This design comes from an exercise in tuning for small area, a short achievable clock period and few clock cycles per item on the open sky130 flow, not from production work. Function was checked by simulation only, so behaviour that the tests miss may differ from the original.

## flow/design.v (module list and top-level ports; edited modules follow where they fit)
// module chroma_window: 88 lines
// module csc_sum: 523 lines
// module filt_sum: 284 lines
// module rgb_packer: 90 lines
// module yuv_to_rgb: 49 lines
module yuv_to_rgb (
	input logic CLOCK_50_I,
	input logic resetn,
	input logic in_valid,
	input logic [SAMPLE_W-1:0] in_y_even,
	input logic [SAMPLE_W-1:0] in_y_odd,
	input logic [SAMPLE_W-1:0] in_u,
	input logic [SAMPLE_W-1:0] in_v,
	output logic busy,
	output logic out_valid,
	output logic [WORD_W-1:0] out_word,
	output logic out_line_end
);
  // ...
==> flow/flow/run.sh <==
#!/bin/bash
# Standard layout, with repair_timing aiming for setup slack beyond the default.
set -euo pipefail
bash standard.sh SETUP_SLACK_MARGIN=10.5 finish > make_finish.log 2>&1
==> flow/standard.sh <==
#!/bin/bash
# synth_recipe.tcl (not shown) runs the flow's synth.tcl, then flattens the netlist and writes it again
# the make line also repeats each setting of config.mk as NAME=value (left out here)
make -C /OpenROAD-flow-scripts/flow DESIGN_CONFIG=/design/flow/config.mk WORK_HOME=/design/flow/orfs CLKGATE_MAP_FILE= SYNTH_SCRIPT=/design/flow/synth_recipe.tcl "${@:-finish}"
==> flow/config.mk <==
export PLATFORM = sky130hd
export DESIGN_NAME = yuv_to_rgb
export DESIGN_NICKNAME = yuv_to_rgb
export VERILOG_FILES = /design/flow/design.v
export SDC_FILE = /design/flow/constraint.sdc
export NUM_CORES = 4
export LEC_CHECK = 0
export CAP_MARGIN = 20
export CORE_MARGIN = 2
export CORE_UTILIZATION = 40
export SLEW_MARGIN = 20
==> flow/constraint.sdc <==
create_clock -name core_clock -period 15.0 [get_ports {CLOCK_50_I}]
set_input_delay 3.0000 -clock core_clock [delete_from_list [all_inputs] [get_ports {CLOCK_50_I}]]
set_output_delay 3.0000 -clock core_clock [all_outputs]
set_load 0.01 [all_outputs]
==> notes.md, run 1 <==
- Number of flops mapped to enable cells by yosys: 160
- Ys async rst share: 7.26%
- Seq area share: 32.2%
- Via Count: 13115
- WL met1: 20.4 mm
- CTS Root Cell: clkbuf_16
- N_taps: 688
- Post-synthesis area per instance: 11.6 sq um
- Pre-antenna DRT Iters: 5
- NonClk Buf Share: 5.92%
- Endpoint, Worst Hold: result_i.y_odd_q[3]
- Clock skew: 0.0388 ns
- Worst setup path end: result_i.f_c_q
- Status: complete, no violations
- GR Util met3: 2.87%
- First-pass GRT wire length: 76.0 mm
- H-Tree Depth: 2
- Final setup TNS: 0 ns
- Largest family of logic cells by synthesized area: adder cells
- Drt via density: 4.84
- Top delay family on crit path: adder cells
- Final Core Density: 47.7%
- Largest class: multi-input gates
- Area delta synth->final: 18.0%
- GRT met2 Usage: 32.0%
- Top cell type by total area after synthesis: fa_1
- CTS Hold Buffers Added: 0
- Hold Path Class: reg -> reg
- Final setup fails: 0
- PnR worst setup slack: 10.36 ns
- Clock latency (worst-skew pair): 0.57 ns
- Post-route cell area: 25100 sq um
- DIE AREA: 55000 sq um
- Multi-input combinational area share: 47.2%
- HP Start: decode_i.y_odd_q[3]
- Total CTS buffers: 37
- R2R Path Start: result_i.a[1]
Testbench counts, summed over its fixed seeds: cycles 15,488, items 5,120.
==> run 2, diff against run 1 <==
==> flow/flow/run.sh (replaced) <==
#!/bin/bash
# Standard layout, with repair_timing aiming for setup slack beyond the default.
set -euo pipefail
bash standard.sh SETUP_SLACK_MARGIN=11.0 finish > make_finish.log 2>&1
==> run 2 against run 1 <==
Final area increased by 0.61%. Synthesized area stayed put. Via count down 1.2%. Sequential share of layout area fell by 0.15 points. Clock skew is 0.0050 ns lower. Synthesized cell count stayed put. Sequential cell count did not move. Register-to-register slack gained 0.09 ns. Worst setup slack improved by 0.091 ns. Critical path type unchanged.
==> notes.md, run 2 <==
- Die width: 234 microns
- Final setup fails: 0 (unchanged)
- Regs by FF count: decode_i.u_sr x48, decode_i.v_sr x48
- Vias in the first global route: 14189
- Fmax: 220 MHz
- R2R Path Start: result_i.a[1]
- Hold Vio Cnt, Final: 0
- Synth Instances: 1828
- Share of the yosys chip area belonging to registers: 37.9%
- Most frequent cell after synthesis: inv_1
- CTS Hold Buffers Added: 0 (unchanged)
- Simple-Gate Fraction of Synth Area: 6.88%
- CP max stage delay: 0.52 ns
- Num Clock Sinks: 317
- Hold WS: 0.341 ns
- Nets: 2457
- PnR worst setup slack: 10.46 ns (+0.0906 ns)
- Unrepaired setup endpoints after global routing: true
- Top delay family on crit path: adder cells
- Most frequent cells in the layout: inv_1, fa_1, nand2_1
- Crit start category: flop
- XOR/XNOR Fraction of Synth Area: 1.11%
- Row cnt: 84
- Post-synthesis adder-cell area fraction: 36.9%
- Status: complete, no violations
- Number of flops mapped to enable cells by yosys: 160 (unchanged)
- Crit path top cell by count: fa_1
- Share of layout cells above drive strength 1: 14.2%
- Final ANT Viol Nets: 0
- Worst EP arrival: 4.98 ns
- Tot GR Track Use: 18.5%
- WL final: 48.3 mm
- Reg2reg path depth: 13
- Post-synthesis area per instance: 11.6 sq um (unchanged)
- Total CTS buffers: 37 (unchanged)
- Synth area leaders: fa_1, edfxtp_1, dfxtp_1
- Met3 wire length: 1.60 mm
- Hold Path Class: reg -> reg
- Crit path launch: result_i.a[1]
- Worst setup EP type: flop
- Fin crit share: 30.3%
- Ys flop type: edfxtp_1
- Die height: 234 microns
- Io pins: 54
- Area delta synth->final: 18.7%
- Top sig layer: met4
- Yosys reg bits: 317
- DR iter-0 viols: 701
- First-pass GRT wire length: 77.3 mm (+1.7%)
- CTS Root Cell: clkbuf_16
- H-Tree Depth: 2 (unchanged)
- Share of the synthesized area in the top cell type: 26.6%
- CTS tree: done
- Clock latency (worst-skew pair): 0.57 ns (about the same)
- Initial Util: 40.4%
- Clock skew: 0.0338 ns (-0.00500 ns)
- Place WS: 9.06 ns
- Total gr overflow: 0
- Largest net degree at the start of global routing: 82
- Stages on the worst setup path: 13
- Pre-antenna DRT Iters: 5 (unchanged)
- Commonest non-fill, non-tap cell in the layout: inv_1
- Cell variety after synth: 64
- Placed Area: 23000 sq um
- Mapped Area: 21200 sq um
- CP required: 15.44 ns
- Ys async rst share: 7.26% (unchanged)
- Non-filler cells in the finished layout: 2682
- Initial antenna violation count: 0
- Largest family of logic cells by synthesized area: adder cells
- Via Count: 12964 (-1.2%)
- Critical setup path kind: reg -> reg
- Port Buffers: 53
- DRC violations left: 0
- Synth Area in Compound Gates: 5.59%
- HPWL Detailed: 36.2 mm
- Clock slew at reported path FFs: 0.06 ns
- Top cell type by total area after synthesis: fa_1
- Final setup TNS: 0 ns (unchanged)
- Syn Nets: 2320
- Period minus WS final: 4.54 ns
- Drt via density: 4.83 (about the same)
- Inst Count DP: 2558
- Proportion of synthesized area in mux cells: 3.50%
- Bufs and invs on worst path: 4
- Final slew viol count: 0
- Hold Crit Depth: 0
- HP Start: decode_i.y_odd_q[3]
- WL per Instance: 18.0 microns
- CP max-delay cell: dfrtp_4
- Antenna diodes: 0
- Yosys Warn Count: 4
- DIE AREA: 55000 sq um (unchanged)
- Max Buffers Root-to-Sink: 3
- Post-route cell area: 25200 sq um (+0.61%)
- WL met1: 20.1 mm (-1.6%)
- Core outline area: 52600 sq um
- Worst Path Max Fanout: 10
- Slew headroom: 34.5%
- Final GP Congestion: 0.938
- Post-synth top cells: inv_1, fa_1, nand2_1
- Tightest Pin Transition: 0.983 ns
- Crit path cell chain: buf_16 > mux2_4 > buf_4 > fa_1 > fa_1 > inv_1 > fa_1 > fa_1 > fa_1 > inv_1 > ha_1 > a2111oi_4 > a21oi_1
- Number of max-cap violations: 0
- Fill cells: 4712
- Detail Route met2 WL: 24.7 mm
run 2: area by class of cell:
class                           instances  area (sq um)  area share (%)
Clock buffer                           53          1110            4.41
Clock inverter                         15           201           0.799
Inverter                              434          1660            6.56
Multi-Input combinational cell       1055         12100            48.0
Sequential cell                       317          8080            32.0
Tap cell                              688           861            3.41
Timing Repair Buffer                  120          1220            4.83
run 2: per-stage QoR:
| step | util, % |
|---|---|
| final | 48.0 |
| after global placement | 43.8 |
| after CTS | 47.7 |
| after global routing | 48.0 |
| after detailed placement | 43.8 |
| after floorplan | - |
run 2: timing repair:
item                       in CTS  in global routing
gates resized for setup       144                 26
cloned                          6                  1
setup endpoints to repair     239                147
buffers inserted               46                  3
pin swaps                      17                  3
run 2: path summary, 6_finish.rpt:
| path | slack, ns | endpoint |
|---|---|---|
| worst max-delay path | 10.46 | result_i.f_c_q |
| worst min-delay path | 0.34 | result_i.y_odd_q[3] |
| worst max register to register | 10.46 | result_i.f_c_q |
| worst min register to register | 0.34 | result_i.y_odd_q[3] |
| max in group asynchronous | 12.17 | result_i.a[3] |
| min in group asynchronous | 2.41 | decode_i.pair_cnt[5] |
run 2: worst reg2reg max path: cells and delay by family, from the launching register on:
kind,cells,cell delay (ns)
adders and majority gates,6,2.64
DFF,1,0.52
buffers and inverters,4,0.47
AOI/OAI and AO/OA,2,0.45
muxes,1,0.35
run 2: cells by family after synthesis:
logic type | count (synthesis)
AND/OR/NAND/NOR | 325
buffers and inverters | 458
adder cells (fa/ha/maj) | 457
AO/OA/AOI/OAI | 171
multiplexers | 73
XOR/XNOR | 27
flip-flops | 317
run 2: metal layers:
metal	vias to the layer above	track usage [%]
met5	-	0
met4	0	7.72
met3	105	2.66
met2	243	32.9
met1	6510	22.6
li1	6106	-
==> run 3, diff against run 2 <==
==> flow/run.sh (new file) <==
#!/bin/bash
# synth_recipe.tcl (not shown) runs the flow's synth.tcl, then flattens the netlist and writes it again
# the make line also repeats each setting of config.mk as NAME=value (left out here)
make -C /OpenROAD-flow-scripts/flow DESIGN_CONFIG=/design/flow/config.mk WORK_HOME=/design/flow/orfs CLKGATE_MAP_FILE= SYNTH_SCRIPT=/design/flow/synth_recipe.tcl finish
removed: flow/flow/run.sh
removed: flow/standard.sh
==> run 3 against run 2 <==
Sequential share of layout area is 1.4 points higher. Core utilization is 2.1 points lower. Critical endpoint is now result_i.g_c_q. Still clean on timing, DRC and antenna. Synthesized area stayed put. Via count is 1.7% lower. Die area stayed put. Fmax is 17% lower. Global-route usage is 0.92 points lower. Cell count is 1.5% lower. Hold slack worse by 0.0030 ns.
==> notes.md, run 3 <==
- Core outline area: 52600 sq um (unchanged)
- Worst EP arrival: 5.96 ns (+0.98 ns)
- Crit path cell chain: buf_4 > mux2i_1 > inv_1 > fa_1 > fa_1 > inv_1 > fa_1 > inv_1 > fa_1 > ha_1 > nand4_1 > or4_1 > o211ai_1
- Share of layout cells above drive strength 1: 6.14% (-8.0 points)
- DIE AREA: 55000 sq um (unchanged)
- Die height: 234 microns (unchanged)
- Top cell type by total area after synthesis: fa_1
- Initial Util: 40.4% (unchanged)
- Ys async rst share: 7.26% (unchanged)
- Most frequent cells in the layout: inv_1, fa_1, nand2_1
- First-pass GRT wire length: 74.3 mm (-3.8%)
- Nets: 2417 (-1.6%)
- Antenna diodes: 0 (unchanged)
- Synth Instances: 1828 (unchanged)
- Place WS: 9.01 ns (-0.0558 ns)
- Total gr overflow: 0 (unchanged)
- Number of flops mapped to enable cells by yosys: 160 (unchanged)
- Final slew viol count: 0 (unchanged)
- Final setup fails: 0 (unchanged)
- Clock latency (worst-skew pair): 0.56 ns (about the same)
- Final GP Congestion: 0.898 (-4.3%)
- Fmax: 182 MHz (-17%)
- Crit start category: flop
- CP max-delay cell: mux2i_1
- Period minus WS final: 5.49 ns (+0.947 ns)
- Via Count: 12742 (-1.7%)
- HPWL Detailed: 35.7 mm (-1.5%)
- Hold Path Class: reg -> reg
- PnR worst setup slack: 9.51 ns (-0.947 ns)
- Fill cells: 4831 (+2.5%)
- Ys flop type: edfxtp_1
- Most frequent cell after synthesis: inv_1
- Status: complete, no violations
- Cell variety after synth: 64 (unchanged)
- H-Tree Depth: 2 (unchanged)
- Syn Nets: 2320 (unchanged)
- CP required: 15.47 ns (+0.03 ns)
- Share of the yosys chip area belonging to registers: 37.9% (unchanged)
- Vias in the first global route: 13883 (-2.2%)
- Unrepaired setup endpoints after global routing: false
- Fin crit share: 36.6% (+6.3 points)
- Pre-antenna DRT Iters: 8 (+3)
- DR iter-0 viols: 724 (+3.3%)
- Mapped Area: 21200 sq um (unchanged)
- Port Buffers: 53 (unchanged)
- Synth area leaders: fa_1, edfxtp_1, dfxtp_1
- Die width: 234 microns (unchanged)
- Regs by FF count: decode_i.u_sr x48, decode_i.v_sr x48
- Hold Vio Cnt, Final: 0 (unchanged)
- Final ANT Viol Nets: 0 (unchanged)
- Tightest Pin Transition: 1.04 ns (+0.0529 ns)
- DRC violations left: 0 (unchanged)
- Num Clock Sinks: 317 (unchanged)
- CTS resizes: 0 (-100%)
- Post-CTS Setup Bufs: 0 (-100%)
- Tot GR Track Use: 17.6% (-0.92 points)
- CTS Root Cell: clkbuf_16
- WL final: 45.1 mm (-6.5%)
- WL per Instance: 17.1 microns (-5.1%)
- Yosys Warn Count: 4 (unchanged)
- Share of the synthesized area in the top cell type: 26.6% (unchanged)
- Row cnt: 84 (unchanged)
- Worst Path Max Fanout: 47 (+37)
- Post-synth top cells: inv_1, fa_1, nand2_1
- Number of max-cap violations: 0 (unchanged)
- Total CTS buffers: 39 (+5.4%)
- Critical setup path kind: reg -> reg
- Post-synthesis area per instance: 11.6 sq um (unchanged)
- Largest net degree at the start of global routing: 81 (-1.2%)
- Crit path top cell by count: fa_1
- Io pins: 54 (unchanged)
- Final setup TNS: 0 ns (unchanged)
- Slew headroom: 31.0% (-3.5 points)
- Worst setup EP type: flop
- Yosys reg bits: 317 (unchanged)
- Max Buffers Root-to-Sink: 3 (unchanged)
- CTS tree: done
- CP max stage delay: 0.79 ns (+0.27 ns)
- Drt via density: 4.82 (-0.19%)
- Commonest non-fill, non-tap cell in the layout: inv_1
- Initial antenna violation count: 0 (unchanged)
- Area delta synth->final: 13.4%
- CTS Hold Buffers Added: 0 (unchanged)
- Clock slew at reported path FFs: 0.06 ns (about the same)
- Clock skew: 0.0245 ns (-0.00929 ns)
run 3: through the flow:
stage	utilization, %	instances	hold WS, ns	cell area [sq um]
2_1_floorplan	-	1828	0.323	21200
3_3_place_gp	43.3	2572	0.330	22800
3_5_place_dp	43.3	2572	0.327	22800
4_1_cts	45.9	2641	0.339	24100
5_1_grt	45.9	2641	0.350	24100
6_report	45.9	2641	0.338	24100
run 3: critical path, delay by kind of cell (launching register included):
family | cells | cell delay (ns)
adders and majority gates | 5 | 2.36
buffers and inverters | 4 | 1.10
and+or+nand+nor | 2 | 0.61
AOI/OAI and AO/OA | 1 | 0.17
DFF | 1 | 0.33
muxes | 1 | 0.79
run 3: final cells by class:
cell class                 count  area (sq um)  share of cell area (%)
clock inverter                21           282                    1.17
timing repair buffer          80           728                    3.02
tap                          688           861                    3.57
clock buffer                  48          1060                    4.41
inverter                     434          1630                    6.76
sequential                   317          8070                    33.5
multi-input combinational   1053         11500                    47.6
run 3: worst paths after layout:
| kind | to | slack [ns] | start | cells past startpoint |
|---|---|---|---|---|
| setup / recovery | result_i.g_c_q | 9.51 | result_i.a[3] | 13 |
| hold / removal | result_i.y_odd_q[3] | 0.34 | decode_i.y_odd_q[3] | 0 |
| setup reg to reg | result_i.g_c_q | 9.51 | result_i.a[3] | 13 |
| hold reg to reg | result_i.y_odd_q[3] | 0.34 | decode_i.y_odd_q[3] | 0 |
| max in group asynchronous | result_i.a[3] | 12.19 | resetn | 1 |
| min in group asynchronous | decode_i.busy_q | 2.42 | resetn | 1 |
run 3: cells by family after synthesis:
logic type      count (synthesis)  share of synthesized area [%]
buf+inv                       458                           8.10
flops                         317                           37.9
mux                            73                           3.50
simple gates                  325                           6.88
fa+ha+maj                     457                           36.9
xor+xnor                       27                           1.11
compound gates                171                           5.59
run 3: routing by layer:
metal | vias up | share of wire [%] | track usage [%]
met4 | 0 | 3.2 | 6.43
li1 | 6018 | - | -
met2 | 257 | 49 | 30.0
met5 | - | 0 | 0
met1 | 6388 | 44 | 22.8
met3 | 79 | 3.9 | 2.68

==> port drivers added, routing unchanged <==
No port has a modelled driver above. Below, the same layouts with a new extraction and two added sets of constraints. Step 1, drivers: a clkbuf_16 drives CLOCK_50_I and a buf_2 each remaining input, both assumed. Step 2 adds t to the input delays and takes it off the output delays; t is the mean of the earliest and latest rising clock arrival at the registers after step 1. Input paths then give back, and output paths get back, about the clock's delay inside the block. a / b / c = ideal / step 1 / step 2; a / b = the first two.
run	shift t [ns]	setup slack, ns	worst setup path after step 2
run 1	0.603	10.365 / 10.365 / 10.168	input to register
run 2	0.610	10.455 / 10.455 / 10.455	register to register
run 3	0.605	9.508 / 9.508 / 8.991	input to register
After both steps every run listed still meets setup and hold. For run 3, which loses most, drivers alone change the setup slack by 0.000 ns; drivers and shift together by -0.517 ns.
